From an optimization exercise on the open Yosys and OpenROAD flow, aimed at small area, a short achievable clock period and few clock cycles per item; shortcuts taken in it are not production practice. Where RTL was checked, it was by simulation tests only, not by an equivalence proof against the original. For runs 2 to 5, only the layout was checked, not whether the RTL still works. Power is estimated from default activity; no workload was simulated.

==> design/flow/design.v <==
`timescale 1ns/1ns
package llc_geom_pkg;
  localparam int unsigned NUM_WAYS = 4;
  localparam int unsigned DEF_NUM_LINES = 16;
  localparam int unsigned DEF_TAG_WIDTH = 12;
endpackage
`timescale 1ns/1ns
package llc_op_pkg;
  localparam int unsigned MODE_W = 2;
  localparam logic [MODE_W-1:0] MODE_FLUSH = 2'b10;
  localparam logic [MODE_W-1:0] MODE_LOOKUP = 2'b11;
  localparam int unsigned TW_DIT_BIT = 0;
  localparam int unsigned TW_VAL_BIT = 1;
  localparam int unsigned TW_FLAG_BITS = 2;
endpackage
`timescale 1ns/1ns
import llc_geom_pkg::*;
import llc_op_pkg::*;
module llc_tag_store #(
  parameter int unsigned NumLines = DEF_NUM_LINES,
  parameter int unsigned TagWidth = DEF_TAG_WIDTH,
  localparam int unsigned IdxWidth = $clog2(NumLines)
) (
  input  logic                clk_i,
  input  logic                rst_n_i,
  input  logic                req_valid_i,
  output logic                req_ready_o,
  input  logic [MODE_W-1:0]   req_mode_i,
  input  logic [IdxWidth-1:0] req_index_i,
  input  logic [TagWidth-1:0] req_tag_i,
  input  logic                req_dirty_i,
  input  logic [NUM_WAYS-1:0] req_way_i,
  input  logic [NUM_WAYS-1:0] total_lock_i,
  output logic                res_valid_o,
  input  logic                res_ready_i,
  output logic [NUM_WAYS-1:0] res_way_o,
  output logic                res_hit_o,
  output logic                res_evict_o,
  output logic [TagWidth-1:0] res_evict_tag_o
);
  localparam int unsigned W = NUM_WAYS;
  logic [TagWidth-1:0] tag_q  [NumLines][W];
  logic [W-1:0]        val_q  [NumLines];
  logic [W-1:0]        dit_q  [NumLines];
  logic [2:0]          tree_q [NumLines];
  logic                ready_q;
  logic                s0_v, s1_v;
  logic                s0_lk, s1_lk;           
  logic [IdxWidth-1:0] s0_idx, s1_idx;
  logic [TagWidth-1:0] s0_tag, s1_tag;
  logic                s0_dty, s1_dty;
  logic [W-1:0]        s0_way, s1_way;
  logic [W-1:0]        s0_lock, s1_lock;
  logic [TagWidth-1:0] rd_tag [W];
  logic [W-1:0]        rd_val, rd_dit;
  logic [2:0]          rd_tree;
  logic                out_v, sk_v;
  logic [W-1:0]        sk_way;
  logic                sk_hit, sk_ev;
  logic [TagWidth-1:0] sk_etag;
  logic accept, known, pop, s1_fire, s1_load, s0_load;
  assign req_ready_o = ready_q;
  assign res_valid_o = out_v;
  assign accept  = req_valid_i & ready_q;
  assign known   = req_mode_i[1];
  assign pop     = out_v & res_ready_i;
  assign s1_fire = s1_v & ~sk_v;
  assign s1_load = ~s1_v | ~sk_v;
  assign s0_load = ~s0_v | s1_load;
  logic [W-1:0]        hit, free_w, free_low, tree_oh, usable, vict, miss_way, resp_way;
  logic [W-1:0]        tag_we_w, new_val, new_dit, esel;
  logic [1:0]          tree_way;
  logic [2:0]          new_tree;
  logic                any_hit, up_dirty, resp_hit, resp_ev;
  logic [TagWidth-1:0] resp_etag;
  logic [TagWidth-1:0] new_tag [W];
  always_comb begin
    for (int w = 0; w < W; w++) begin
      hit[w] = s1_way[w] & rd_val[w] & (rd_tag[w] == s1_tag);
    end
    any_hit  = |hit;
    free_w   = s1_way & ~rd_val;
    free_low = free_w & (~free_w + 1'b1);
    tree_way = rd_tree[0] ? {1'b1, rd_tree[2]} : {1'b0, rd_tree[1]};
    tree_oh  = W'(1) << tree_way;
    usable   = s1_way & ~s1_lock;
    vict     = (|(tree_oh & usable)) ? tree_oh : (usable & (~usable + 1'b1));
    miss_way = (|free_w) ? free_low : vict;
    resp_hit = s1_lk & any_hit;
    if (s1_lk) begin
      resp_way = any_hit ? hit : miss_way;
      esel     = miss_way;
    end else begin
      resp_way = s1_way;
      esel     = s1_way;
    end
    resp_ev   = ~resp_hit & (|(esel & rd_val & rd_dit));
    resp_etag = '0;
    for (int w = 0; w < W; w++) begin
      resp_etag = resp_etag | (rd_tag[w] & {TagWidth{esel[w] & rd_val[w]}});
    end
    resp_etag = resp_etag & {TagWidth{~resp_hit}};
    up_dirty = s1_dty & ~(|(hit & rd_dit));
    tag_we_w = (s1_lk & ~any_hit) ? miss_way : '0;
    if (s1_lk) begin
      new_val = rd_val | tag_we_w;
      new_dit = any_hit ? (rd_dit | (hit & {W{up_dirty}}))
                        : ((rd_dit & ~tag_we_w) | (tag_we_w & {W{s1_dty}}));
    end else begin
      new_val = rd_val & ~s1_way;
      new_dit = rd_dit;
    end
    for (int w = 0; w < W; w++) begin
      new_tag[w] = tag_we_w[w] ? s1_tag : rd_tag[w];
    end
    new_tree = rd_tree;
    if (s1_lk) begin
      if (|resp_way[1:0]) begin
        new_tree[0] = 1'b1;
        new_tree[1] = resp_way[0];
      end else if (|resp_way[3:2]) begin
        new_tree[0] = 1'b0;
        new_tree[2] = resp_way[2];
      end
    end
  end
  always_ff @(posedge clk_i) begin
    if (s1_fire) begin
      for (int w = 0; w < W; w++) begin
        if (tag_we_w[w]) tag_q[s1_idx][w] <= s1_tag;
      end
      dit_q[s1_idx] <= new_dit;
    end
  end
  always_ff @(posedge clk_i) begin
    if (!rst_n_i) begin
      for (int s = 0; s < NumLines; s++) begin
        val_q[s]  <= '0;
        tree_q[s] <= '0;
      end
    end else if (s1_fire) begin
      val_q[s1_idx]  <= new_val;
      tree_q[s1_idx] <= new_tree;
    end
  end
  logic                fwd;
  assign fwd = s1_v & (s1_idx == s0_idx);
  always_ff @(posedge clk_i) begin
    if (s1_load) begin
      s1_lk   <= s0_lk;
      s1_idx  <= s0_idx;
      s1_tag  <= s0_tag;
      s1_dty  <= s0_dty;
      s1_way  <= s0_way;
      s1_lock <= s0_lock;
      if (fwd) begin
        for (int w = 0; w < W; w++) rd_tag[w] <= new_tag[w];
        rd_val  <= new_val;
        rd_dit  <= new_dit;
        rd_tree <= new_tree;
      end else begin
        for (int w = 0; w < W; w++) rd_tag[w] <= tag_q[s0_idx][w];
        rd_val  <= val_q[s0_idx];
        rd_dit  <= dit_q[s0_idx];
        rd_tree <= tree_q[s0_idx];
      end
    end
    if (s0_load) begin
      s0_lk   <= req_mode_i[0];
      s0_idx  <= req_index_i;
      s0_tag  <= req_tag_i;
      s0_dty  <= req_dirty_i;
      s0_way  <= req_way_i;
      s0_lock <= total_lock_i;
    end
  end
  logic out_load, sk_in;
  assign out_load = ~out_v | pop;
  assign sk_in    = s1_fire & ~out_load;
  always_ff @(posedge clk_i) begin
    if (out_load) begin
      if (sk_v) begin
        res_way_o       <= sk_way;
        res_hit_o       <= sk_hit;
        res_evict_o     <= sk_ev;
        res_evict_tag_o <= sk_etag;
      end else begin
        res_way_o       <= resp_way;
        res_hit_o       <= resp_hit;
        res_evict_o     <= resp_ev;
        res_evict_tag_o <= resp_etag;
      end
    end
    if (sk_in) begin
      sk_way  <= resp_way;
      sk_hit  <= resp_hit;
      sk_ev   <= resp_ev;
      sk_etag <= resp_etag;
    end
  end
  logic s0_v_n, s1_v_n, out_v_n, sk_v_n;
  always_comb begin
    s0_v_n  = (accept & known) | (s0_v & ~s0_load);
    s1_v_n  = s1_load ? s0_v : s1_v;
    out_v_n = out_load ? (sk_v | s1_fire) : out_v;
    sk_v_n  = sk_in | (sk_v & ~out_load);
  end
  always_ff @(posedge clk_i) begin
    if (!rst_n_i) begin
      ready_q <= 1'b1;
      s0_v    <= 1'b0;
      s1_v    <= 1'b0;
      out_v   <= 1'b0;
      sk_v    <= 1'b0;
    end else begin
      ready_q <= ~(s0_v_n & s1_v_n & sk_v_n);
      s0_v    <= s0_v_n;
      s1_v    <= s1_v_n;
      out_v   <= out_v_n;
      sk_v    <= sk_v_n;
    end
  end
endmodule
==> design/flow/run.sh <==
#!/bin/bash
# synth_recipe.tcl (not shown) runs the flow's synth.tcl, then flattens the netlist and writes it again
# the make line also repeats each setting of config.mk as NAME=value (left out here)
make -C /OpenROAD-flow-scripts/flow DESIGN_CONFIG=/design/flow/config.mk WORK_HOME=/design/flow/orfs CLKGATE_MAP_FILE= SYNTH_SCRIPT=/design/flow/synth_recipe.tcl finish
==> design/flow/config.mk <==
export PLATFORM = sky130hd
export DESIGN_NAME = llc_tag_store
export DESIGN_NICKNAME = llc_tag_store
export VERILOG_FILES = /design/flow/design.v
export SDC_FILE = /design/flow/constraint.sdc
export NUM_CORES = 4
export LEC_CHECK = 0
export CAP_MARGIN = 20
export CORE_MARGIN = 2
export CORE_UTILIZATION = 40
export SLEW_MARGIN = 20
==> design/flow/constraint.sdc <==
create_clock -name core_clock -period 5.0 [get_ports {clk_i}]
set_input_delay 1.0000 -clock core_clock [delete_from_list [all_inputs] [get_ports {clk_i}]]
set_output_delay 1.0000 -clock core_clock [all_outputs]
set_load 0.01 [all_outputs]
==> results by group, run 1 <==
Run status
  – Status: finished clean

Critical path
  – WS Path Type: register to register
  – Crit-path cells: xnor2_1 > nand4_1 > nor4_4 > nor4_4 > nand3_1 > buf_4 > nor2_1 > buf_4 > mux2_2
  – CP required: 5440 ps
  – WP data arrival: between 4000 and 5000 ps
  – Crit-path max FO: 22
  – Worst Path Buf+Inv: 2
  – CP Launch Type: register
  – Crit path max-delay family: simple AND/OR/NAND/NOR gates
  – Stages on the worst setup path: 9
  – CP endpoint kind: register
  – Slowest Stage Delay on Critical Path: approximately 950 ps
  – Crit path max-delay cell type: edfxtp_1
  – Reg2reg path depth: 9

Die
  – Core ar.: 109,000 sq um
  – Die area: approximately 110,000 sq um
  – I/O pin count: a little over 50
  – Chip Width: 336 um
  – Initial Utilization: 40.3%
  – Die height: ~340 um
  – Num rows: 121

Placed design
  – PortBufs: 50
  – RePlAce Congestion: just over 0.9
  – Final HPWL DP: around 65,000 um

Synthesis
  – Post-synthesis mux area share: ~17%
  – Warnings, synthesis: 3
  – Syn nets: 2,159
  – Post-synthesis instance total: between 2,000 and 2,500
  – Main combinational cell family by area after synthesis: multiplexers
  – Simple-gate area share of the yosys netlist: 3.95%
  – Synth top area share: 74.5%
  – Post-Syn Area: between 40,000 and 50,000 sq um
  – Synth Area in XOR/XNOR: between 1 and 1.5%
  – Register bit total from synthesis: ~1,100
  – Seq/Total Area, Yosys: ~75%
  – Post-synth top cells: 1,091 x edfxtp_1, 295 x mux4_2, 185 x nor2_1, 90 x nand2_1, 53 x mux2_2
  – Yosys top cell by area: edfxtp_1
  – Cell variety after synth: approximately 80
  – Area share of fa/ha/maj cells after synthesis: less than 1%
  – EDFF count, synth: approximately 1,100
  – Ys async rst share: 0%
  – Cell with the most instances after synthesis: edfxtp_1
  – Syn Area/Cell: just over 20 sq um
  – Synth area leaders: edfxtp_1 74%, mux4_2 15%, nor2_1 1.6%, mux2_2 1.4%, xnor2_1 0.98%
  – Compound-cell area share of the yosys netlist: about 1.7%
  – Synth Flop Type: edfxtp_1

Flow run
  – Number of max-cap violations: 0

STA
  – Tightest Pin Transition: 1070 ps
  – Period utilisation layout: between 70 and 80%
  – Final min period: between 3000 and 4000 ps
  – Final-report max-slew violation count: 0
  – Final setup violation count: 0
  – Setup TNS: 0 ps
  – Hold Vio Cnt, Final: 0
  – Clk_skew: 30.7 ps
  – Fmax achieved: 0.254 GHz
  – RSZ-0062 raised after global routing: no
  – Relative slew margins: around 29%

CTS
  – Root Driver: clkbuf_16
  – Clk slew on worst S/H paths: 70 ps
  – Cts-stage hold buffer count: 0
  – Clock sinks: ~1,100
  – CTS H-tree depth: 3
  – Post_cts resized: 0
  – CTS buffer count: between 100 and 150
  – CTS tree: built
  – Clock buffer depth: 3
  – Worst skew pair latency: around 700 ps
  – Post-CTS Setup Bufs: 0

Global route
  – Largest net degree at the start of global routing: 94
  – Grt ovf: 0
  – All-Layer GR Usage: 18.9%
  – Vias in the first global route: 21,900
  – Global-route wire length before repair: 154,000 um
  – Initial antenna violation count: 2

Detailed routing
  – Routed Antenna Nets: 0
  – Detailed Route WL: roughly 110,000 um
  – Vias per inst: approximately 5.7
  – Initial DRT Pass Iterations: 6
  – DR WL/cell: ~28 um
  – Drc violations: 0
  – DRT iter0 DRCs: 2,302
  – Vias: approximately 21,000

Final layout
  – Diodes inserted: 0
  – Layout cells sized above 1: around 28%
  – Nets: ~2,300
  – Multi-input logic area: 10,300 sq um
  – FILL cells: around 9,000
  – Layout area overhead: 14.4%
  – Sequential Area: between 30,000 and 40,000 sq um

Pwr
  – Total power draw: around 0.020 W
  – Power per cell area: around 400 nW/um^2
  – P_leak: approximately 16 nW
  – Max IR drop VDD: 0.305 mV

Worst hold path
  – Hold Crit Class: register to register
  – Worst hold path depth: 0
-- worst paths after layout --
| path | from | slack (ps) | to |
|---|---|---|---|
| hold reg to reg | s0_dty$_DFFE_PN_ | 420 | s1_dty$_DFFE_PP_ |
| setup / recovery | s1_tag[11]$_DFFE_PP_ | 1060 | rd_tag[1][4]$_DFFE_PP_ |
| hold / removal | s0_dty$_DFFE_PN_ | 420 | s1_dty$_DFFE_PP_ |
| setup reg to reg | s1_tag[11]$_DFFE_PP_ | 1060 | rd_tag[1][4]$_DFFE_PP_ |
-- routing by layer --
metal  track usage, %  part of all wire (%)
met1             26.3                    42
met2             31.0                    49
met3             2.82                   6.1
met4             5.71                   2.6
met5                0                     0
-- metrics by stage --
| stage | hold WS (ps) | std cells | worst slack, ps | instance area [sq um] | util [%] |
|---|---|---|---|---|---|
| final | 422 | 3787 | 1060 | 50300 | 46.2 |
| after global routing | 436 | 3787 | 897 | 50300 | 46.2 |
| after CTS | 430 | 3787 | 1160 | 50300 | 46.1 |
| after detailed placement | 408 | 3580 | 1190 | 46400 | 42.6 |
| after global placement | 411 | 3580 | 1350 | 46400 | 42.6 |
| after floorplan | 400 | 2128 | 1250 | 44000 | - |
-- registers in the layout (all words and copies together) (netlist names), 12 cells and up, named ones only --
signal and count:
tag_q 768, dit_q 64, val_q 64, rd_tag 48
tree_q 48, res_evict_tag_o 12, s0_tag 12, s1_tag 12
sk_etag 12
-- power breakdown --
part	internal [W]	switching (W)
combinational	0.000464	0.000641
sequential	0.0103	0.000142
clock	0.00528	0.00347
-- cells by family after synthesis --
logic type,count (synthesis)
flops,1100
simple gates,377
mux,354
buf+inv,139
compound gates,105
xor+xnor,52
fa+ha+maj,1
-- layout make-up --
type	instances	share of cell area [%]
clock inverters	77	2.01
inverters	20	0.149
well taps	1414	3.52
flip-flops and latches	1100	65.5
clock buffers	130	5.75
multi-input cells	889	20.4
repair buffers	157	2.69
-- cell usage in the layout (no fill, tap or decap), types with 3 or more instances in the layout --
cell type,synthesis,routed
buf_4,6,103
o31ai_1,3,3
mux2_2,53,53
xor2_1,3,3
clkinv_2,0,20
mux4_2,295,295
nor4_1,3,3
a22o_1,13,13
bufinv_16,0,22
clkdlybuf4s50_1,0,50
clkbuf_16,0,113
o21ai_0,22,22
nand2_1,90,90
nand2b_1,11,10
clkinv_1,0,20
and3_1,3,3
o21a_1,3,3
dfxtp_1,9,8
xnor2_1,49,49
nor4_4,3,3
a21oi_1,25,23
nand3_1,19,19
nand4_1,14,14
a21oi_2,1,3
nor2_2,11,11
mux2i_1,3,3
a31oi_1,4,4
nor2b_1,8,8
clkinvlp_4,0,9
nor2_1,185,185
edfxtp_1,1091,1091
mux2_1,3,3
buf_12,1,4
clkbuf_1,45,17
nor3_1,5,5
inv_1,20,20
a221oi_1,13,13
Testbench counts, summed over its fixed seeds: cycles 12,024, items 12,000.
==> run 2: changes to the inputs <==
--- a/design/flow/design.v
+++ b/design/flow/design.v
@@ -143,6 +143,24 @@
       tree_q[s1_idx] <= new_tree;
     end
   end
+  logic [NumLines-1:0] s0_oh;
+  logic [TagWidth-1:0] rsel_tag [W];
+  logic [W-1:0]        rsel_val, rsel_dit;
+  logic [2:0]          rsel_tree;
+  always_comb begin
+    s0_oh     = '0;
+    s0_oh[s0_idx] = 1'b1;
+    rsel_val  = '0;
+    rsel_dit  = '0;
+    rsel_tree = '0;
+    for (int w = 0; w < W; w++) rsel_tag[w] = '0;
+    for (int s = 0; s < NumLines; s++) begin
+      for (int w = 0; w < W; w++) rsel_tag[w] = rsel_tag[w] | (tag_q[s][w] & {TagWidth{s0_oh[s]}});
+      rsel_val  = rsel_val  | (val_q[s]  & {W{s0_oh[s]}});
+      rsel_dit  = rsel_dit  | (dit_q[s]  & {W{s0_oh[s]}});
+      rsel_tree = rsel_tree | (tree_q[s] & {3{s0_oh[s]}});
+    end
+  end
   logic                fwd;
   assign fwd = s1_v & (s1_idx == s0_idx);
   always_ff @(posedge clk_i) begin
@@ -159,10 +177,10 @@
         rd_dit  <= new_dit;
         rd_tree <= new_tree;
       end else begin
-        for (int w = 0; w < W; w++) rd_tag[w] <= tag_q[s0_idx][w];
-        rd_val  <= val_q[s0_idx];
-        rd_dit  <= dit_q[s0_idx];
-        rd_tree <= tree_q[s0_idx];
+        for (int w = 0; w < W; w++) rd_tag[w] <= rsel_tag[w];
+        rd_val  <= rsel_val;
+        rd_dit  <= rsel_dit;
+        rd_tree <= rsel_tree;
       end
     end
     if (s0_load) begin
--- a/design/flow/config.mk
+++ b/design/flow/config.mk
@@ -5,7 +5,9 @@
 export SDC_FILE = /design/flow/constraint.sdc
 export NUM_CORES = 4
 export LEC_CHECK = 0
+export ABC_CLOCK_PERIOD_IN_PS = 2500
 export CAP_MARGIN = 20
 export CORE_MARGIN = 2
-export CORE_UTILIZATION = 40
+export CORE_UTILIZATION = 50
+export SETUP_SLACK_MARGIN = 2.4
 export SLEW_MARGIN = 20
==> results by group, run 2 <==
Run status
  – Status: finished clean (unchanged)

Global route
  – Met2 GRT Util: 53.4% (was 31.0%)
  – Global-route wire length before repair: 209,000 um (was 154,000 um)
  – Met3 Use GR: 11.0% (was 2.82%)
  – Grt ovf: 0 (unchanged)
  – Initial antenna violation count: 9 (was 2)
  – Met1 usage: 44.3% (was 26.3%)
  – Largest net degree at the start of global routing: 66 (was 94)
  – Vias in the first global route: 26,900 (was 21,900)
  – Gr busiest metal: met2 (unchanged)
  – All-Layer GR Usage: 35.2% (was 18.9%)

Critical path
  – Crit path max-delay cell type: edfxtp_1 (unchanged)
  – Reg2reg path depth: 10 (was 9)
  – Slowest Stage Delay on Critical Path: 480 ps (was 950 ps)
  – WP data arrival: 3450 ps (was 4380 ps)
  – Crit-path max FO: 7 (was 22)
  – Setup slack, reg-to-reg: 1980 ps (was 1060 ps)
  – Worst r2r src: s0_idx[0]$_DFFE_PP_ (was s1_tag[11]$_DFFE_PP_)
  – CP required: 5420 ps (was 5440 ps)
  – Crit-path cells: inv_2 > ha_4 > nand2b_4 > o21ai_4 > a32o_4 > and2_4 > a222oi_1 > nand3_1 > nor2_2 > a32oi_2 (was xnor2_1 > nand4_1 > nor4_4 > nor4_4 > nand3_1 > buf_4 > nor2_1 > buf_4 > mux2_2)
  – Crit path max-delay family: compound AO/OA/AOI/OAI gates (was simple AND/OR/NAND/NOR gates)
  – RR Endpoint: rd_val[2]$_DFFE_PN_ (was rd_tag[1][4]$_DFFE_PP_)
  – CP endpoint kind: register (unchanged)
  – Worst Path Buf+Inv: 1 (was 2)
  – WS Path Type: register to register (unchanged)
  – CP Launch Type: register (unchanged)

Worst hold path
  – Worst hold path depth: 0 (unchanged)
  – Hold Crit Class: register to register (unchanged)
  – Worst Hold Endpoint: s1_lock[0]$_DFFE_PN_ (was s1_dty$_DFFE_PP_)
  – Worst Hold Launch: s0_lock[0]$_DFFE_PP_ (was s0_dty$_DFFE_PN_)

Synthesis
  – Cell with the most instances after synthesis: edfxtp_1 (unchanged)
  – Post-Syn Area: 41,500 sq um (was 44,000 sq um)
  – Synth area leaders: edfxtp_1 79%, a221oi_1 2.1%, a22o_1 2.1%, nor2_1 1.8%, a22oi_1 1.8% (was edfxtp_1 74%, mux4_2 15%, nor2_1 1.6%, mux2_2 1.4%, xnor2_1 0.98%)
  – Synth top area share: 79.0% (was 74.5%)
  – Post-synth top cells: 1,091 x edfxtp_1, 198 x nor2_1, 101 x a221oi_1, 100 x a22o_1, 100 x clkbuf_1 (was 1,091 x edfxtp_1, 295 x mux4_2, 185 x nor2_1, 90 x nand2_1, 53 x mux2_2)
  – Synth Flop Type: edfxtp_1 (unchanged)
  – Warnings, synthesis: 4 (was 3)
  – Register bit total from synthesis: 1,096 (was 1,100)
  – Post-synthesis instance total: 2,420 (was 2,128)
  – Cell variety after synth: 61 (was 78)
  – Seq/Total Area, Yosys: 79.2% (was 74.9%)
  – Yosys top cell by area: edfxtp_1 (unchanged)
  – EDFF count, synth: 1,091 (unchanged)
  – Ys async rst share: 0% (unchanged)
  – Syn nets: 2,455 (was 2,159)
  – Syn Area/Cell: 17.1 sq um (was 20.7 sq um)

Final layout
  – Top reg by flops: tag_q (unchanged)
  – Nets: 2,957 (was 2,309)
  – Most frequent cells in the layout: 1,091 x edfxtp_1, 183 x buf_4, 124 x buf_12 (was 1,091 x edfxtp_1, 295 x mux4_2, 185 x nor2_1)
  – Sequential Area: 32,900 sq um (about the same)
  – FILL cells: 5,163 (was 8,992)
  – Layout area overhead: 34.1% (was 14.4%)
  – Multi-input logic area: 11,400 sq um (was 10,300 sq um)
  – Layout cells sized above 1: 36.7% (was 28.0%)
  – Post-layout util: 67.7% (was 46.2%)
  – Commonest non-fill, non-tap cell in the layout: edfxtp_1 (unchanged)
  – Biggest regs: tag_q: 768 flops, dit_q: 64 flops, val_q: 64 flops (unchanged)
  – Max reg flops: 768 (unchanged)

STA
  – Period utilisation layout: 60.5% (was 78.7%)
  – RSZ-0062 raised after global routing: yes (was no)
  – Clk_skew: 40.0 ps (was 30.7 ps)
  – Setup TNS: 0 ps (unchanged)
  – Fmax achieved: 0.331 GHz (was 0.254 GHz)
  – Final setup violation count: 0 (unchanged)
  – Final-report max-slew violation count: 0 (unchanged)
  – Relative slew margins: 27.8% (was 28.7%)
  – Tightest Pin Transition: 1080 ps (was 1070 ps)
  – Final min period: 3020 ps (was 3940 ps)
  – Hold Vio Cnt, Final: 0 (unchanged)

Detailed routing
  – Drc violations: 0 (unchanged)
  – Initial DRT Pass Iterations: 9 (was 6)
  – DR WL/cell: 37.7 um (was 27.9 um)
  – Detailed Route WL: 154,000 um (was 106,000 um)
  – Vias per inst: 6.89 (was 5.67)
  – DRT iter0 DRCs: 4,712 (was 2,302)
  – Routed Antenna Nets: 0 (unchanged)
  – Vias: 28,100 (was 21,500)

CTS
  – Clock buffer depth: 3 (unchanged)
  – Worst skew pair latency: 690 ps (was 700 ps)
  – Clock sinks: 1,096 (was 1,100)
  – Root Driver: clkbuf_16 (unchanged)
  – CTS buffer count: 109 (was 110)
  – Cts-stage hold buffer count: 0 (unchanged)
  – CTS H-tree depth: 3 (unchanged)
  – CTS tree: built (unchanged)
  – Clk slew on worst S/H paths: 60 ps (was 70 ps)

Die
  – Die height: 292 um (was 336 um)
  – Num rows: 105 (was 121)
  – Die area: 85,300 sq um (was 113,000 sq um)
  – Core ar.: 82,100 sq um (was 109,000 sq um)
  – Chip Width: 292 um (was 336 um)
  – Initial Utilization: 50.5% (was 40.3%)
  – I/O pin count: 51 (unchanged)

Pwr
  – P_leak: 18.6 nW (was 16.2 nW)
  – Max IR drop VDD: 0.316 mV (was 0.305 mV)
  – Power per cell area: 363 nW/um^2 (was 404 nW/um^2)

Placed design
  – PortBufs: 50 (unchanged)
  – RePlAce Congestion: 0.930 (was 0.923)
  – Final HPWL DP: 74,200 um (was 64,800 um)

Flow run
  – Number of max-cap violations: 0 (unchanged)
-- run 2: changes by cell type in the layout (fill, tap and decap cells not counted), moves of 80 or more --
cell and delta:
buf_6 +112, a22o_1 +86, nor2_1 -107, buf_12 +120, nor2_4 +105, mux4_2 -295, a22oi_1 +91, buf_4 +80
-- run 2: worst register-to-register path: cells and delay by family, from the launching register on --
family                   cells  cell delay (ps)
AO/OA/AOI/OAI                4             1080
AND/OR/NAND/NOR              4              880
flip-flops                   1              480
adder cells (fa/ha/maj)      1              180
buffers and inverters        1              130
-- run 2: worst max path at each step --
stage,from,to,slack [ps],depth (start not counted)
CTS,s0_idx[0]$_DFFE_PP_,rd_tag[0][3]$_DFFE_PP_,2070,11
global route,s1_tag[5]$_DFFE_PN_,tree_q[9][0]$_SDFFCE_PN0P_,1960,13
global placement,s0_idx[0]$_DFFE_PP_,rd_tag[2][8]$_DFFE_PP_,810,10
detailed placement,s0_idx[0]$_DFFE_PP_,rd_tag[2][4]$_DFFE_PP_,790,10
floorplan,s1_tag[3]$_DFFE_PN_,rd_dit[2]$_DFFE_PN_,1650,9
finish,s0_idx[0]$_DFFE_PP_,rd_val[2]$_DFFE_PN_,1980,10
-- run 2: cells by family (layout without fill, tap and decap cells) --
| kind of cell | Yosys count | count (layout) | synth area share (%) |
|---|---|---|---|
| adders and majority gates | 4 | 4 | 0.121 |
| muxes | 18 | 18 | 0.486 |
| buffers and inverters | 189 | 733 | 1.93 |
| other | 0 | 6 | 0 |
| AOI/OAI and AO/OA | 600 | 606 | 11.7 |
| DFF | 1096 | 1096 | 79.2 |
| xor gates and xnor gates | 52 | 52 | 1.10 |
| and+or+nand+nor | 461 | 499 | 5.44 |
-- run 2: per-stage QoR --
step	area [sq um]	setup slack (ps)	hold slack [ps]	total power, W	instances
finish	55600	1980	428	0.0202	4084
global route	55600	1960	440	0.0206	4078
CTS	54000	2070	431	0.0199	4019
detailed placement	43700	785	406	0.0117	3442
global placement	43700	814	415	0.0117	3442
floorplan	42100	1650	400	0.0112	2420
-- run 2: final cells by class --
| cell class | count | share of cell area [%] |
|---|---|---|
| antenna | 6 | 0.0270 |
| timing repair buffer | 509 | 11.9 |
| clock buffer | 129 | 5.13 |
| sequential | 1096 | 59.1 |
| inverter | 27 | 0.196 |
| tap | 1070 | 2.41 |
| multi-input combinational | 1179 | 20.5 |
| clock inverter | 68 | 0.823 |
-- run 2: routing by layer --
layer / wire length [um] / share of wire, %
met1: 53000 / 34
met5: 56 / 0.036
met3: 19900 / 13
met4: 12400 / 8.1
met2: 68600 / 45
-- run 2: what timing repair did --
| action | in CTS | in global routing |
|---|---|---|
| buffers inserted | 311 | 47 |
| gates cloned | 69 | 12 |
| setup endpoints to repair | 1280 | 1115 |
| pin swaps | 249 | 118 |
| resized for setup | 590 | 206 |
-- run 2: power breakdown --
part	leakage (nW)	internal, W	switching, W
Clock	1.64	0.00422	0.00351
Sequential	10.3	0.0103	0.000154
Combinational	6.72	0.000831	0.00113
Total	18.6	0.0154	0.00480
==> run 3: changes to the inputs <==
==> design/flow/config.mk (replaced) <==
export PLATFORM = sky130hd
export DESIGN_NAME = llc_tag_store
export DESIGN_NICKNAME = llc_tag_store
export VERILOG_FILES = /design/flow/design.v
export SDC_FILE = /design/flow/constraint.sdc
export NUM_CORES = 4
export LEC_CHECK = 0
export ABC_CLOCK_PERIOD_IN_PS = 2000
export CAP_MARGIN = 20
export CORE_MARGIN = 2
export CORE_UTILIZATION = 50
export SETUP_SLACK_MARGIN = 3.0
export SLEW_MARGIN = 20
==> results by group, run 3 <==
Critical path
  – Crit-path max FO: 8 (was 7)
  – Slowest Stage Delay on Critical Path: 570 ps (was 480 ps)
  – CP required: 5530 ps (was 5420 ps)
  – CP endpoint kind: register (unchanged)
  – Crit path max-delay cell type: edfxtp_1 (unchanged)
  – CP Launch Type: register (unchanged)
  – WS Path Type: register to register (unchanged)
  – WP data arrival: 3570 ps (was 3450 ps)
  – Crit-path cells: xnor2_1 > nand3_2 > nor4_4 > buf_4 > nor4_4 > buf_4 > o211ai_4 > and4_4 > nor3_4 > buf_6 > buf_16 > a32oi_1 (was inv_2 > ha_4 > nand2b_4 > o21ai_4 > a32o_4 > and2_4 > a222oi_1 > nand3_1 > nor2_2 > a32oi_2)

STA
  – Final setup violation count: 0 (unchanged)
  – Relative slew margins: 35.7% (was 27.8%)
  – Period utilisation layout: 60.7% (was 60.5%)
  – Fmax achieved: 0.329 GHz (was 0.331 GHz)
  – RSZ-0062 raised after global routing: yes (unchanged)
  – Tightest Pin Transition: 965 ps (was 1080 ps)
  – Hold Vio Cnt, Final: 0 (unchanged)
  – Final min period: 3040 ps (was 3020 ps)
  – Setup TNS: 0 ps (unchanged)
  – Final-report max-slew violation count: 0 (unchanged)
  – Clk_skew: 30.1 ps (was 40.0 ps)

Placed design
  – RePlAce Congestion: 0.953 (was 0.930)
  – PortBufs: 50 (unchanged)
  – Final HPWL DP: 76,100 um (was 74,200 um)

Final layout
  – Layout area overhead: 40.4% (was 34.1%)
  – Most frequent cells in the layout: 1,091 x edfxtp_1, 224 x buf_4, 152 x buf_6 (was 1,091 x edfxtp_1, 183 x buf_4, 124 x buf_12)
  – Top reg by flops: tag_q (unchanged)
  – Multi-input logic area: 12,000 sq um (was 11,400 sq um)
  – FILL cells: 4,677 (was 5,163)
  – Max reg flops: 768 (unchanged)
  – Sequential Area: 32,900 sq um (about the same)
  – Layout cells sized above 1: 42.7% (was 36.7%)
  – Commonest non-fill, non-tap cell in the layout: edfxtp_1 (unchanged)
  – Biggest regs: tag_q: 768 flops, dit_q: 64 flops, val_q: 64 flops (unchanged)
  – Nets: 3,081 (was 2,957)

Run status
  – Status: finished clean (unchanged)

Synthesis
  – Syn Area/Cell: 17.1 sq um (unchanged)
  – Ys async rst share: 0% (unchanged)
  – Synth area leaders: edfxtp_1 79%, a221oi_1 2.1%, a22o_1 2.1%, nor2_1 1.8%, a22oi_1 1.8% (unchanged)
  – Post-Syn Area: 41,500 sq um (unchanged)
  – Synth Flop Type: edfxtp_1 (unchanged)
  – Cell with the most instances after synthesis: edfxtp_1 (unchanged)
  – Syn nets: 2,455 (unchanged)
  – EDFF count, synth: 1,091 (unchanged)
  – Seq/Total Area, Yosys: 79.2% (unchanged)
  – Warnings, synthesis: 4 (unchanged)
  – Register bit total from synthesis: 1,096 (unchanged)
  – Post-synth top cells: 1,091 x edfxtp_1, 198 x nor2_1, 101 x a221oi_1, 100 x a22o_1, 100 x clkbuf_1 (unchanged)
  – Synth top area share: 79.0% (unchanged)
  – Yosys top cell by area: edfxtp_1 (unchanged)
  – Cell variety after synth: 61 (unchanged)
  – Post-synthesis instance total: 2,420 (unchanged)

CTS
  – CTS tree: built (unchanged)
  – CTS buffer count: 108 (was 109)
  – Worst skew pair latency: 710 ps (was 690 ps)
  – Clk slew on worst S/H paths: 60 ps (about the same)
  – Clock buffer depth: 3 (unchanged)
  – Clock sinks: 1,096 (unchanged)
  – CTS H-tree depth: 3 (unchanged)
  – Cts-stage hold buffer count: 0 (unchanged)
  – Root Driver: clkbuf_16 (unchanged)

Pwr
  – Max IR drop VDD: 0.289 mV (was 0.316 mV)
  – Switching power: 0.00491 W (was 0.00480 W)
  – Total power draw: 0.0208 W (was 0.0202 W)
  – P_leak: 19.7 nW (was 18.6 nW)
  – Power per cell area: 357 nW/um^2 (was 363 nW/um^2)
  – Net Sw Frac: 23.6% (was 23.8%)
  – Clk pwr share: 39.4% (was 38.4%)
  – Sequential share of power: 50.4% (was 51.9%)
  – Pint: 0.0159 W (was 0.0154 W)
  – Logic pwr share: 10.2% (was 9.7%)

Detailed routing
  – DRT iter0 DRCs: 6,039 (was 4,712)
  – Initial DRT Pass Iterations: 17 (was 9)
  – Vias: 29,800 (was 28,100)
  – Routed Antenna Nets: 0 (unchanged)
  – DR WL/cell: 38.9 um (was 37.7 um)
  – Detailed Route WL: 164,000 um (was 154,000 um)
  – Vias per inst: 7.07 (was 6.89)
  – Drc violations: 0 (unchanged)

Global route
  – All-Layer GR Usage: 36.3% (was 35.2%)
  – Global-route wire length before repair: 215,000 um (was 209,000 um)
  – Vias in the first global route: 27,800 (was 26,900)
  – Initial antenna violation count: 9 (unchanged)
  – Grt ovf: 0 (unchanged)
  – Largest net degree at the start of global routing: 50 (was 66)

Die
  – Chip Width: 292 um (unchanged)
  – I/O pin count: 51 (unchanged)
  – Core ar.: 82,100 sq um (unchanged)
  – Num rows: 105 (unchanged)
  – Die height: 292 um (unchanged)
  – Die area: 85,300 sq um (unchanged)
  – Initial Utilization: 50.5% (unchanged)

Flow run
  – Number of max-cap violations: 0 (unchanged)

Worst hold path
  – Hold Crit Class: register to register (unchanged)
-- run 3: cell counts after synthesis --
Identical to the previous run, type by type.
-- run 3: cell type report --
| type | count | share of cell area (%) |
|---|---|---|
| flip-flops and latches | 1096 | 56.4 |
| multi-input cells | 1174 | 20.6 |
| repair buffers | 638 | 14.4 |
| clock buffers | 137 | 4.98 |
| well taps | 1070 | 2.30 |
| clock inverters | 66 | 1.07 |
| inverters | 27 | 0.264 |
| repair inverters | 1 | 0.0129 |
| diodes | 2 | 0.00859 |
-- run 3: power groups by stage --
| stage | clock network (W) | logic (W) | registers (W) |
|---|---|---|---|
| 6_report | 0.00820 | 0.00213 | 0.0105 |
| 5_1_grt | 0.00854 | 0.00215 | 0.0105 |
| 4_1_cts | 0.00816 | 0.00178 | 0.0105 |
| 3_5_place_dp | 0 | 0.00106 | 0.0107 |
| 3_3_place_gp | 0 | 0.00105 | 0.0107 |
| 2_1_floorplan | 0 | 0.000607 | 0.0106 |
-- run 3: kinds of logic (layout without fill, tap and decap cells) --
kind of cell             count (synthesis)  count (layout)  synth area share (%)
buffers and inverters                  189             869                  1.93
multiplexers                            18              18                 0.486
AO/OA/AOI/OAI                          600             605                  11.7
XOR/XNOR                                52              52                  1.10
flip-flops                            1096            1096                  79.2
adder cells (fa/ha/maj)                  4               4                 0.121
other                                    0               2                     0
AND/OR/NAND/NOR                        461             495                  5.44
-- run 3: routing by layer --
metal	track usage, %	wire [um]
met5	0	79
met4	20.4	12500
met3	10.3	23400
met2	55.0	72300
met1	47.5	55700
-- run 3: path summary, 6_finish.rpt --
check | startpoint | end | slack, ps | cells past startpoint
setup / recovery | s1_tag[3]$_DFFE_PN_ | rd_tree[0]$_DFFE_PN_ | 1960 | 12
hold / removal | s0_way[1]$_DFFE_PP_ | s1_way[1]$_DFFE_PN_ | 430 | 0
setup reg to reg | s1_tag[3]$_DFFE_PN_ | rd_tree[0]$_DFFE_PN_ | 1960 | 12
hold reg to reg | s0_way[1]$_DFFE_PP_ | s1_way[1]$_DFFE_PN_ | 430 | 0
-- run 3: stage by stage --
stage / instance area (sq um) / setup slack [ps] / hold slack, ps / std cells / utilization, %
final: 58300 / 1960 / 430 / 4211 / 71.0
after global routing: 58300 / 1900 / 446 / 4209 / 70.9
after CTS: 55600 / 2190 / 428 / 4093 / 67.8
after detailed placement: 44000 / 966 / 412 / 3455 / 53.6
after global placement: 44000 / 1040 / 412 / 3455 / 53.6
after floorplan: 42500 / 1650 / 400 / 2420 / -
-- run 3: timing repair --
action	in CTS	in global routing
endpoints found under the setup margin	1364	1302
pin swaps	244	175
buffers inserted	354	96
hold endpoints to repair	0	0
resized for setup	757	272
gates cloned	81	20
-- run 3: critical path, delay by kind of cell, from the launching register on --
kind | cells | cell delay [ps]
AOI/OAI and AO/OA | 2 | 360
xor gates and xnor gates | 1 | 370
and+or+nand+nor | 5 | 920
buffers and inverters | 4 | 620
DFF | 1 | 570
==> run 4: changes to the inputs <==
--- a/design/flow/design.v
+++ b/design/flow/design.v
@@ -54,6 +54,13 @@
   logic [TagWidth-1:0] rd_tag [W];
   logic [W-1:0]        rd_val, rd_dit;
   logic [2:0]          rd_tree;
+  logic [W-1:0]        f_we;
+  logic                f_eq;
+  logic                w_v;
+  logic [IdxWidth-1:0] w_idx;
+  logic [TagWidth-1:0] w_tag;
+  logic [W-1:0]        w_twe, w_val, w_dit;
+  logic [2:0]          w_tree;
   logic                out_v, sk_v;
   logic [W-1:0]        sk_way;
   logic                sk_hit, sk_ev;
@@ -73,10 +80,13 @@
   logic [2:0]          new_tree;
   logic                any_hit, up_dirty, resp_hit, resp_ev;
   logic [TagWidth-1:0] resp_etag;
-  logic [TagWidth-1:0] new_tag [W];
+  logic [TagWidth-1:0] eff_tag [W];
+  logic [W-1:0]        eq;
   always_comb begin
     for (int w = 0; w < W; w++) begin
-      hit[w] = s1_way[w] & rd_val[w] & (rd_tag[w] == s1_tag);
+      eff_tag[w] = f_we[w] ? w_tag : rd_tag[w];
+      eq[w]      = f_we[w] ? f_eq : (rd_tag[w] == s1_tag);
+      hit[w]     = s1_way[w] & rd_val[w] & eq[w];
     end
     any_hit  = |hit;
     free_w   = s1_way & ~rd_val;
@@ -97,7 +107,7 @@
     resp_ev   = ~resp_hit & (|(esel & rd_val & rd_dit));
     resp_etag = '0;
     for (int w = 0; w < W; w++) begin
-      resp_etag = resp_etag | (rd_tag[w] & {TagWidth{esel[w] & rd_val[w]}});
+      resp_etag = resp_etag | (eff_tag[w] & {TagWidth{esel[w] & rd_val[w]}});
     end
     resp_etag = resp_etag & {TagWidth{~resp_hit}};
     up_dirty = s1_dty & ~(|(hit & rd_dit));
@@ -109,9 +119,6 @@
     end else begin
       new_val = rd_val & ~s1_way;
       new_dit = rd_dit;
-    end
-    for (int w = 0; w < W; w++) begin
-      new_tag[w] = tag_we_w[w] ? s1_tag : rd_tag[w];
     end
     new_tree = rd_tree;
     if (s1_lk) begin
@@ -125,11 +132,26 @@
     end
   end
   always_ff @(posedge clk_i) begin
-    if (s1_fire) begin
+    if (!rst_n_i) begin
+      w_v <= 1'b0;
+    end else begin
+      w_v <= s1_fire;
+    end
+  end
+  always_ff @(posedge clk_i) begin
+    w_idx  <= s1_idx;
+    w_twe  <= tag_we_w;
+    w_val  <= new_val;
+    w_dit  <= new_dit;
+    w_tree <= new_tree;
+    if (s1_fire) w_tag <= s1_tag;
+  end
+  always_ff @(posedge clk_i) begin
+    if (w_v) begin
       for (int w = 0; w < W; w++) begin
-        if (tag_we_w[w]) tag_q[s1_idx][w] <= s1_tag;
-      end
-      dit_q[s1_idx] <= new_dit;
+        if (w_twe[w]) tag_q[w_idx][w] <= w_tag;
+      end
+      dit_q[w_idx] <= w_dit;
     end
   end
   always_ff @(posedge clk_i) begin
@@ -138,18 +160,16 @@
         val_q[s]  <= '0;
         tree_q[s] <= '0;
       end
-    end else if (s1_fire) begin
-      val_q[s1_idx]  <= new_val;
-      tree_q[s1_idx] <= new_tree;
-    end
-  end
-  logic [NumLines-1:0] s0_oh;
+    end else if (w_v) begin
+      val_q[w_idx]  <= w_val;
+      tree_q[w_idx] <= w_tree;
+    end
+  end
+  logic [NumLines-1:0] s0_oh;             
   logic [TagWidth-1:0] rsel_tag [W];
   logic [W-1:0]        rsel_val, rsel_dit;
   logic [2:0]          rsel_tree;
   always_comb begin
-    s0_oh     = '0;
-    s0_oh[s0_idx] = 1'b1;
     rsel_val  = '0;
     rsel_dit  = '0;
     rsel_tree = '0;
@@ -161,8 +181,17 @@
       rsel_tree = rsel_tree | (tree_q[s] & {3{s0_oh[s]}});
     end
   end
-  logic                fwd;
-  assign fwd = s1_v & (s1_idx == s0_idx);
+  logic                wm;                
+  logic [TagWidth-1:0] base_tag [W];
+  logic [W-1:0]        base_val, base_dit;
+  logic [2:0]          base_tree;
+  always_comb begin
+    for (int w = 0; w < W; w++) base_tag[w] = (wm & w_twe[w]) ? w_tag : rsel_tag[w];
+    base_val  = wm ? w_val  : rsel_val;
+    base_dit  = wm ? w_dit  : rsel_dit;
+    base_tree = wm ? w_tree : rsel_tree;
+  end
+  logic                fwd;               
   always_ff @(posedge clk_i) begin
     if (s1_load) begin
       s1_lk   <= s0_lk;
@@ -171,21 +200,25 @@
       s1_dty  <= s0_dty;
       s1_way  <= s0_way;
       s1_lock <= s0_lock;
+      f_eq    <= (s1_tag == s0_tag);
       if (fwd) begin
-        for (int w = 0; w < W; w++) rd_tag[w] <= new_tag[w];
+        for (int w = 0; w < W; w++) rd_tag[w] <= eff_tag[w];
         rd_val  <= new_val;
         rd_dit  <= new_dit;
         rd_tree <= new_tree;
+        f_we    <= tag_we_w;
       end else begin
-        for (int w = 0; w < W; w++) rd_tag[w] <= rsel_tag[w];
-        rd_val  <= rsel_val;
-        rd_dit  <= rsel_dit;
-        rd_tree <= rsel_tree;
+        for (int w = 0; w < W; w++) rd_tag[w] <= base_tag[w];
+        rd_val  <= base_val;
+        rd_dit  <= base_dit;
+        rd_tree <= base_tree;
+        f_we    <= '0;
       end
     end
     if (s0_load) begin
       s0_lk   <= req_mode_i[0];
       s0_idx  <= req_index_i;
+      s0_oh   <= NumLines'(1) << req_index_i;
       s0_tag  <= req_tag_i;
       s0_dty  <= req_dirty_i;
       s0_way  <= req_way_i;
@@ -217,7 +250,10 @@
     end
   end
   logic s0_v_n, s1_v_n, out_v_n, sk_v_n;
-  always_comb begin
+  logic [IdxWidth-1:0] s0_idx_n, s1_idx_n;
+  always_comb begin
+    s0_idx_n = s0_load ? req_index_i : s0_idx;
+    s1_idx_n = s1_load ? s0_idx : s1_idx;
     s0_v_n  = (accept & known) | (s0_v & ~s0_load);
     s1_v_n  = s1_load ? s0_v : s1_v;
     out_v_n = out_load ? (sk_v | s1_fire) : out_v;
@@ -226,12 +262,16 @@
   always_ff @(posedge clk_i) begin
     if (!rst_n_i) begin
       ready_q <= 1'b1;
+      fwd     <= 1'b0;
+      wm      <= 1'b0;
       s0_v    <= 1'b0;
       s1_v    <= 1'b0;
       out_v   <= 1'b0;
       sk_v    <= 1'b0;
     end else begin
       ready_q <= ~(s0_v_n & s1_v_n & sk_v_n);
+      fwd     <= s1_v_n & (s1_idx_n == s0_idx_n);
+      wm      <= s1_fire & (s1_idx == s0_idx_n);
       s0_v    <= s0_v_n;
       s1_v    <= s1_v_n;
       out_v   <= out_v_n;
==> design/flow/config.mk (replaced) <==
export PLATFORM = sky130hd
export DESIGN_NAME = llc_tag_store
export DESIGN_NICKNAME = llc_tag_store
export VERILOG_FILES = /design/flow/design.v
export SDC_FILE = /design/flow/constraint.sdc
export NUM_CORES = 4
export LEC_CHECK = 0
export ABC_CLOCK_PERIOD_IN_PS = 2500
export CAP_MARGIN = 20
export CORE_MARGIN = 2
export CORE_UTILIZATION = 45
export SETUP_SLACK_MARGIN = 2.6
export SLEW_MARGIN = 20
==> results by group, run 4 <==
Final layout
  – Layout cells sized above 1: 22.1% (was 42.7%)
  – Diodes inserted: 0 (was 2)
  – Post-layout util: 54.1% (was 71.0%)
  – Top reg by flops: tag_q (unchanged)
  – FILL cells: 7,680 (was 4,677)
  – Max reg flops: 768 (unchanged)
  – Biggest regs: tag_q: 768 flops, dit_q: 64 flops, val_q: 64 flops (unchanged)
  – Nets: 2,944 (was 3,081)
  – Commonest non-fill, non-tap cell in the layout: edfxtp_1 (unchanged)
  – Layout area overhead: 18.9% (was 40.4%)
  – Most frequent cells in the layout: 1,116 x edfxtp_1, 171 x a22o_1, 155 x a22oi_1 (was 1,091 x edfxtp_1, 224 x buf_4, 152 x buf_6)
  – Non-filler cells in the finished layout: 4,297 (was 4,211)

CTS
  – Worst skew pair latency: 700 ps (was 710 ps)
  – Clock sinks: 1,151 (was 1,096)
  – CTS tree: built (unchanged)
  – CTS buffer count: 113 (was 108)
  – Root Driver: clkbuf_16 (unchanged)
  – Clk slew on worst S/H paths: 60 ps (about the same)
  – CTS H-tree depth: 3 (unchanged)
  – Clock buffer depth: 3 (unchanged)

Global route
  – Largest net degree at the start of global routing: 89 (was 50)
  – Global-route wire length before repair: 197,000 um (was 215,000 um)
  – Initial antenna violation count: 9 (unchanged)
  – Vias in the first global route: 27,000 (was 27,800)
  – All-Layer GR Usage: 26.8% (was 36.3%)
  – Grt ovf: 0 (unchanged)

Placed design
  – DP Worst Slack: 1520 ps (was 966 ps)
  – RePlAce Congestion: 0.924 (was 0.953)
  – Placed instance count: 3,958 (was 3,455)
  – Final HPWL DP: 80,800 um (was 76,100 um)
  – PortBufs: 50 (unchanged)

Critical path
  – Setup slack, reg-to-reg: 2260 ps (was 1960 ps)
  – Crit-path max FO: 7 (was 8)
  – Reg2reg path depth: 10 (was 12)
  – Worst r2r src: s1_tag[2]$_DFFE_PN_ (was s1_tag[3]$_DFFE_PN_)
  – WP data arrival: 3170 ps (was 3570 ps)
  – Slowest Stage Delay on Critical Path: 530 ps (was 570 ps)
  – CP endpoint kind: register (unchanged)
  – Crit-path cells: buf_4 > buf_6 > xor2_1 > or4_4 > o22ai_4 > buf_12 > nor2_4 > a32oi_2 > a311o_1 > mux2_2 (was xnor2_1 > nand3_2 > nor4_4 > buf_4 > nor4_4 > buf_4 > o211ai_4 > and4_4 > nor3_4 > buf_6 > buf_16 > a32oi_1)
  – Crit. Startpoint: s1_tag[2]$_DFFE_PN_ (was s1_tag[3]$_DFFE_PN_)
  – Crit path max-delay cell type: edfxtp_1 (unchanged)
  – CP required: 5430 ps (was 5530 ps)
  – WS Path Type: register to register (unchanged)
  – CP Launch Type: register (unchanged)

Synthesis
  – Yosys top cell by area: edfxtp_1 (unchanged)
  – Syn Area/Cell: 16.5 sq um (was 17.1 sq um)
  – Synth area leaders: edfxtp_1 75%, a22o_1 3.4%, a221oi_1 3.1%, and2_1 2.8%, a22oi_1 2.7% (was edfxtp_1 79%, a221oi_1 2.1%, a22o_1 2.1%, nor2_1 1.8%, a22oi_1 1.8%)
  – Post-Syn Area: 44,800 sq um (was 41,500 sq um)
  – Ys async rst share: 0% (unchanged)
  – Cell variety after synth: 68 (was 61)
  – Synth top area share: 74.8% (was 79.0%)
  – Syn nets: 2,748 (was 2,455)
  – EDFF count, synth: 1,116 (was 1,091)
  – Warnings, synthesis: 5 (was 4)
  – Cell with the most instances after synthesis: edfxtp_1 (unchanged)
  – Seq/Total Area, Yosys: 76.3% (was 79.2%)
  – Post-synth top cells: 1,116 x edfxtp_1, 198 x and2_1, 172 x a22o_1, 164 x a22oi_1, 160 x a221oi_1 (was 1,091 x edfxtp_1, 198 x nor2_1, 101 x a221oi_1, 100 x a22o_1, 100 x clkbuf_1)
  – Synth Flop Type: edfxtp_1 (unchanged)
  – Post-synthesis instance total: 2,717 (was 2,420)
  – Register bit total from synthesis: 1,151 (was 1,096)

STA
  – Period utilisation layout: 54.9% (was 60.7%)
  – RSZ-0062 raised after global routing: yes (unchanged)
  – Setup ws final: 2260 ps (was 1960 ps)
  – Final-report max-slew violation count: 0 (unchanged)
  – Final min period: 2740 ps (was 3040 ps)
  – Hold Vio Cnt, Final: 0 (unchanged)
  – Relative slew margins: 30.0% (was 35.7%)
  – Clk_skew: 35.6 ps (was 30.1 ps)
  – Fmax achieved: 0.364 GHz (was 0.329 GHz)
  – Final setup violation count: 0 (unchanged)
  – Hold WS: 400 ps (was 430 ps)
  – Tightest Pin Transition: 1050 ps (was 965 ps)
  – Setup TNS: 0 ps (unchanged)

Detailed routing
  – DRT iter0 DRCs: 4,206 (was 6,039)
  – Detailed Route WL: 141,000 um (was 164,000 um)
  – Vias per inst: 6.46 (was 7.07)
  – Initial DRT Pass Iterations: 8 (was 17)
  – DR WL/cell: 32.7 um (was 38.9 um)
  – Vias: 27,700 (was 29,800)
  – Routed Antenna Nets: 0 (unchanged)
  – Drc violations: 0 (unchanged)

Die
  – Die height: 320 um (was 292 um)
  – Num rows: 115 (was 105)
  – Initial Utilization: 45.5% (was 50.5%)
  – Die area: 102,000 sq um (was 85,300 sq um)
  – I/O pin count: 51 (unchanged)
  – Core ar.: 98,600 sq um (was 82,100 sq um)
  – Chip Width: 320 um (was 292 um)

Run status
  – Status: finished clean (unchanged)

Worst hold path
  – Worst Hold Launch: s1_idx[3]$_DFF_P_ (was s0_way[1]$_DFFE_PP_)
  – Hold Crit Class: register to register (unchanged)
  – Worst hold path depth: 0 (unchanged)

Pwr
  – P_leak: 17.5 nW (was 19.7 nW)
  – Max IR drop VDD: 0.263 mV (was 0.289 mV)
  – Power per cell area: 391 nW/um^2 (was 357 nW/um^2)

Flow run
  – Number of max-cap violations: 0 (unchanged)
==> run 4: cell count changes after synthesis, sizes merged, moves of 56 or more <==
cell / before / now
a22o: 100 / 172
a221o: 57 / 1
a22oi: 99 / 164
a222oi: 73 / 0
and2: 13 / 199
a221oi: 101 / 160
nor2: 209 / 88
==> run 4: path summary, 6_finish.rpt <==
path	to
setup / recovery	rd_tree[0]$_DFFE_PN_
setup reg to reg	rd_tree[0]$_DFFE_PN_
hold / removal	w_idx[3]$_DFF_P_
hold reg to reg	w_idx[3]$_DFF_P_
==> run 4: logic make-up (layout without fill, tap and decap cells) <==
group | after synthesis | after routing | synth area share [%]
AOI/OAI and AO/OA | 728 | 728 | 12.5
xor gates and xnor gates | 68 | 68 | 1.35
buffers and inverters | 205 | 496 | 1.93
DFF | 1151 | 1151 | 76.3
muxes | 66 | 66 | 1.57
and+or+nand+nor | 499 | 501 | 6.28
==> run 4: per-stage QoR <==
stage	area (sq um)	total power, W
after global routing	53300	0.0213
final	53300	0.0208
after global placement	47000	0.0121
after detailed placement	47000	0.0121
after CTS	52500	0.0208
after floorplan	44800	0.0116
==> run 4: layout make-up <==
cell class	instances	area (sq um)	area share, %
clock buffer	150	3000	5.62
clock inverter	62	766	1.44
inverter	27	120	0.225
multi-input combinational	1363	11000	20.7
sequential	1151	34200	64.2
tap	1287	1610	3.02
timing repair buffer	257	2570	4.83
==> run 4: routing by layer <==
layer / share of wire, % / wire (um) / up-vias / track usage [%]
met5: 0.014 / 19 / - / 0
met4: 3.0 / 4240 / 4 / 8.78
met3: 11 / 15000 / 245 / 5.33
met2: 47 / 66100 / 1749 / 42.4
met1: 39 / 55200 / 14300 / 37.4
li1: - / - / 11400 / -
==> run 4: power breakdown <==
group,total [W],switching (W),leakage (nW),internal [W]
Clock,0.00871,0.00363,1.82,0.00509
Combinational,0.00120,0.000721,4.91,0.000479
Sequential,0.0109,0.000233,10.8,0.0107
Total,0.0208,0.00458,17.5,0.0163
==> run 4: worst max-delay path: cells and delay by family, from the launching register on <==
family                 cells  cell delay (ps)
AO/OA/AOI/OAI              3              650
flip-flops                 1              530
AND/OR/NAND/NOR            2              470
buffers and inverters      3              460
multiplexers               1              270
XOR/XNOR                   1              120
==> run 4: what timing repair did <==
action	CTS	global route
pin swaps	40	36
hold buffers	0	0
gates cloned	2	3
endpoints found under the hold margin	0	0
gates resized for setup	259	114
setup endpoints to repair	1224	427
setup buffers	96	26
==> run 5: changes to the inputs <==
--- a/design/flow/config.mk
+++ b/design/flow/config.mk
@@ -9,5 +9,7 @@
 export CAP_MARGIN = 20
 export CORE_MARGIN = 2
 export CORE_UTILIZATION = 45
+export CTS_CLUSTER_DIAMETER = 100
+export CTS_CLUSTER_SIZE = 30
 export SETUP_SLACK_MARGIN = 2.6
 export SLEW_MARGIN = 20
==> results by group, run 5 <==
STA
  – Setup TNS: 0 ps (unchanged)
  – RSZ-0062 raised after global routing: yes (unchanged)
  – Fmax achieved: 0.357 GHz (was 0.364 GHz)
  – Final setup violation count: 0 (unchanged)
  – Hold Vio Cnt, Final: 0 (unchanged)
  – Setup ws final: 2200 ps (was 2260 ps)
  – Relative slew margins: 21.4% (was 30.0%)
  – Final min period: 2800 ps (was 2740 ps)
  – Final-report max-slew violation count: 0 (unchanged)
  – Hold WS: 408 ps (was 400 ps)
  – Tightest Pin Transition: 1180 ps (was 1050 ps)
  – Period utilisation layout: 56.0% (was 54.9%)
  – Clk_skew: 42.2 ps (was 35.6 ps)

Die
  – I/O pin count: 51 (unchanged)
  – Chip Width: 320 um (unchanged)
  – Num rows: 115 (unchanged)
  – Die area: 102,000 sq um (unchanged)
  – Core ar.: 98,600 sq um (unchanged)
  – Initial Utilization: 45.5% (unchanged)
  – Die height: 320 um (unchanged)

Pwr
  – Sequential share of power: 65.0% (was 52.4%)
  – Net Sw Frac: 22.7% (was 22.0%)
  – Switching power: 0.00381 W (was 0.00458 W)
  – Power per cell area: 330 nW/um^2 (was 391 nW/um^2)
  – P_leak: 16.4 nW (was 17.5 nW)
  – Clk pwr share: 27.8% (was 41.8%)
  – Logic pwr share: 7.2% (was 5.8%)
  – Pint: 0.0130 W (was 0.0163 W)
  – Max IR drop VDD: 0.204 mV (was 0.263 mV)

Final layout
  – Most frequent cells in the layout: 1,116 x edfxtp_1, 171 x a22o_1, 157 x a22oi_1 (was 1,116 x edfxtp_1, 171 x a22o_1, 155 x a22oi_1)
  – Layout area overhead: 13.6% (was 18.9%)
  – Diodes inserted: 0 (unchanged)
  – Max reg flops: 768 (unchanged)
  – Nets: 2,886 (was 2,944)
  – Layout cells sized above 1: 19.8% (was 22.1%)
  – Commonest non-fill, non-tap cell in the layout: edfxtp_1 (unchanged)
  – Top reg by flops: tag_q (unchanged)
  – Biggest regs: tag_q: 768 flops, dit_q: 64 flops, val_q: 64 flops (unchanged)

Critical path
  – Setup slack, reg-to-reg: 2200 ps (was 2260 ps)
  – CP endpoint kind: register (unchanged)
  – Reg2reg path depth: 9 (was 10)
  – WS Path Type: register to register (unchanged)
  – WP data arrival: 3190 ps (was 3170 ps)
  – CP required: 5390 ps (was 5430 ps)
  – CP Launch Type: register (unchanged)
  – Crit-path max FO: 6 (was 7)

Detailed routing
  – Initial DRT Pass Iterations: 7 (was 8)
  – Drc violations: 0 (unchanged)
  – Routed Antenna Nets: 0 (unchanged)
  – Detailed Route WL: 140,000 um (was 141,000 um)
  – Vias: 27,300 (was 27,700)
  – Vias per inst: 6.54 (was 6.46)
  – DR WL/cell: 33.5 um (was 32.7 um)
  – DRT iter0 DRCs: 4,371 (was 4,206)

Synthesis
  – Syn Area/Cell: 16.5 sq um (unchanged)
  – Synth area leaders: edfxtp_1 75%, a22o_1 3.4%, a221oi_1 3.1%, and2_1 2.8%, a22oi_1 2.7% (unchanged)
  – Yosys top cell by area: edfxtp_1 (unchanged)
  – Post-Syn Area: 44,800 sq um (unchanged)
  – Synth Flop Type: edfxtp_1 (unchanged)
  – Warnings, synthesis: 5 (unchanged)
  – Ys async rst share: 0% (unchanged)
  – Post-synth top cells: 1,116 x edfxtp_1, 198 x and2_1, 172 x a22o_1, 164 x a22oi_1, 160 x a221oi_1 (unchanged)
  – Register bit total from synthesis: 1,151 (unchanged)
  – Synth top area share: 74.8% (unchanged)
  – Cell variety after synth: 68 (unchanged)
  – Cell with the most instances after synthesis: edfxtp_1 (unchanged)
  – Seq/Total Area, Yosys: 76.3% (unchanged)
  – Post-synthesis instance total: 2,717 (unchanged)
  – Syn nets: 2,748 (unchanged)
  – EDFF count, synth: 1,116 (unchanged)

CTS
  – CTS H-tree depth: 2 (was 3)
  – CTS buffer count: 44 (was 113)
  – Clk slew on worst S/H paths: 120 ps (was 60 ps)
  – Worst skew pair latency: 660 ps (was 700 ps)
  – Root Driver: clkbuf_16 (unchanged)
  – Clock buffer depth: 3 (unchanged)
  – Clock sinks: 1,151 (unchanged)
  – CTS tree: built (unchanged)
  – Cts-stage hold buffer count: 0 (unchanged)

Global route
  – Initial antenna violation count: 9 (unchanged)
  – Largest net degree at the start of global routing: 89 (unchanged)
  – Grt ovf: 0 (unchanged)
  – Vias in the first global route: 26,200 (was 27,000)
  – Global-route wire length before repair: 195,000 um (was 197,000 um)
  – All-Layer GR Usage: 26.5% (was 26.8%)

Run status
  – Status: finished clean (unchanged)

Placed design
  – RePlAce Congestion: 0.924 (unchanged)
  – DP Worst Slack: 1520 ps (unchanged)
  – PortBufs: 50 (unchanged)
  – Final HPWL DP: 80,800 um (unchanged)

Worst hold path
  – Hold Crit Class: register to register (unchanged)
  – Worst hold path depth: 0 (unchanged)

Flow run
  – Number of max-cap violations: 0 (unchanged)
-- run 5: critical path, stage by stage (launching register included) --
cell and delay (ps):
edfxtp_1 550, buf_4 200, xor2_1 140, nor4_2 250, nand4_1 270, and2_4 250
nand2_1 150, o31ai_4 110, a311o_1 350, mux2_2 260
-- run 5: stage by stage --
step	cell area [sq um]	utilization, %	std cells	power, W
3_5_place_dp	47000	47.7	3958	0.0121
5_1_grt	50900	51.7	4170	0.0172
2_1_floorplan	44800	-	2717	0.0116
3_3_place_gp	47000	47.7	3958	0.0121
4_1_cts	50000	50.8	4137	0.0167
6_report	50900	51.7	4170	0.0168
-- run 5: cells by family (layout without fill, tap and decap cells) --
kind of cell / Yosys count / in the layout / share of synthesized area, %
flip-flops: 1151 / 1151 / 76.3
AO/OA/AOI/OAI: 728 / 728 / 12.5
AND/OR/NAND/NOR: 499 / 501 / 6.28
multiplexers: 66 / 66 / 1.57
XOR/XNOR: 68 / 68 / 1.35
buffers and inverters: 205 / 369 / 1.93
-- run 5: area by class of cell --
cell class,count,area [sq um]
well taps,1287,1610
multi-input cells,1363,11000
repair buffers,268,2660
clock inverters,4,63.8
fillers,7911,47700
flip-flops and latches,1151,34200
inverters,27,123
clock buffers,70,1250
-- run 5: routing by layer --
metal | global-route usage [%] | up-vias | wire, um
li1 | - | 11200 | -
met1 | 37.3 | 14100 | 54700
met2 | 42.4 | 1654 | 65400
met3 | 4.83 | 232 | 14900
met4 | 7.52 | 2 | 4880
met5 | 0 | - | 10
-- run 5: what timing repair did --
item,CTS,global route
pin swaps,41,40
setup buffers,101,30
cloned,4,3
resized for setup,249,133
setup endpoints to repair,1226,467
-- run 5: power groups by stage --
stage                     sequential [W]  combinational (W)  clock [W]
after global routing              0.0109            0.00126    0.00498
after CTS                         0.0109            0.00110    0.00469
after global placement            0.0111           0.000924          0
after floorplan                   0.0110           0.000544          0
final                             0.0109            0.00121    0.00468
after detailed placement          0.0111           0.000932          0
-- run 5: final timing paths --
check | from | endpoint
hold reg to reg | s1_idx[3]$_DFF_P_ | w_idx[3]$_DFF_P_
setup reg to reg | s1_tag[2]$_DFFE_PN_ | rd_tree[0]$_DFFE_PN_
hold / removal | s1_idx[3]$_DFF_P_ | w_idx[3]$_DFF_P_
setup / recovery | s1_tag[2]$_DFFE_PN_ | rd_tree[0]$_DFFE_PN_

## static timing again, ports no longer ideal
How much do the figures lean on ideal ports? The routed layouts below were timed once more, with nothing changed but the port constraints. Step 1: set_driving_cell puts a clkbuf_16 on clk_i and a buf_2 on each other input, an assumption about the parent block. Step 2 also shifts input and output timing later by t, the mid clock arrival at the registers, as if the neighbouring blocks saw the same clock. Three values: ideal, step 1, step 2; two values: the first two.
| run | t, ns | slack for setup (ns) | hold WS [ns] | worst setup path at the end | slew at the worst register clock pin (ns) |
|---|---|---|---|---|---|
| run 1 | 0.753 | 1.064 / 1.064 / 1.064 | 0.422 / 0.422 / 0.422 | register to register | 0.07 / 0.07 |
| run 2 | 0.742 | 1.976 / 1.976 / 1.817 | 0.428 / 0.428 / 0.428 | input to register | 0.07 / 0.07 |
| run 3 | 0.766 | 1.965 / 1.965 / 1.405 | 0.430 / 0.430 / 0.430 | input to register | 0.07 / 0.07 |
| run 4 | 0.768 | 2.256 / 2.256 / 2.155 | 0.400 / 0.400 / 0.400 | input to register | 0.07 / 0.07 |
| run 5 | 0.707 | 2.201 / 2.201 / 2.146 | 0.408 / 0.408 / 0.408 | input to register | 0.13 / 0.13 |
After both steps every run listed still meets setup and hold. The setup slack of run 3, which loses most, moves by 0.000 ns with the drivers and by -0.560 ns with both steps.
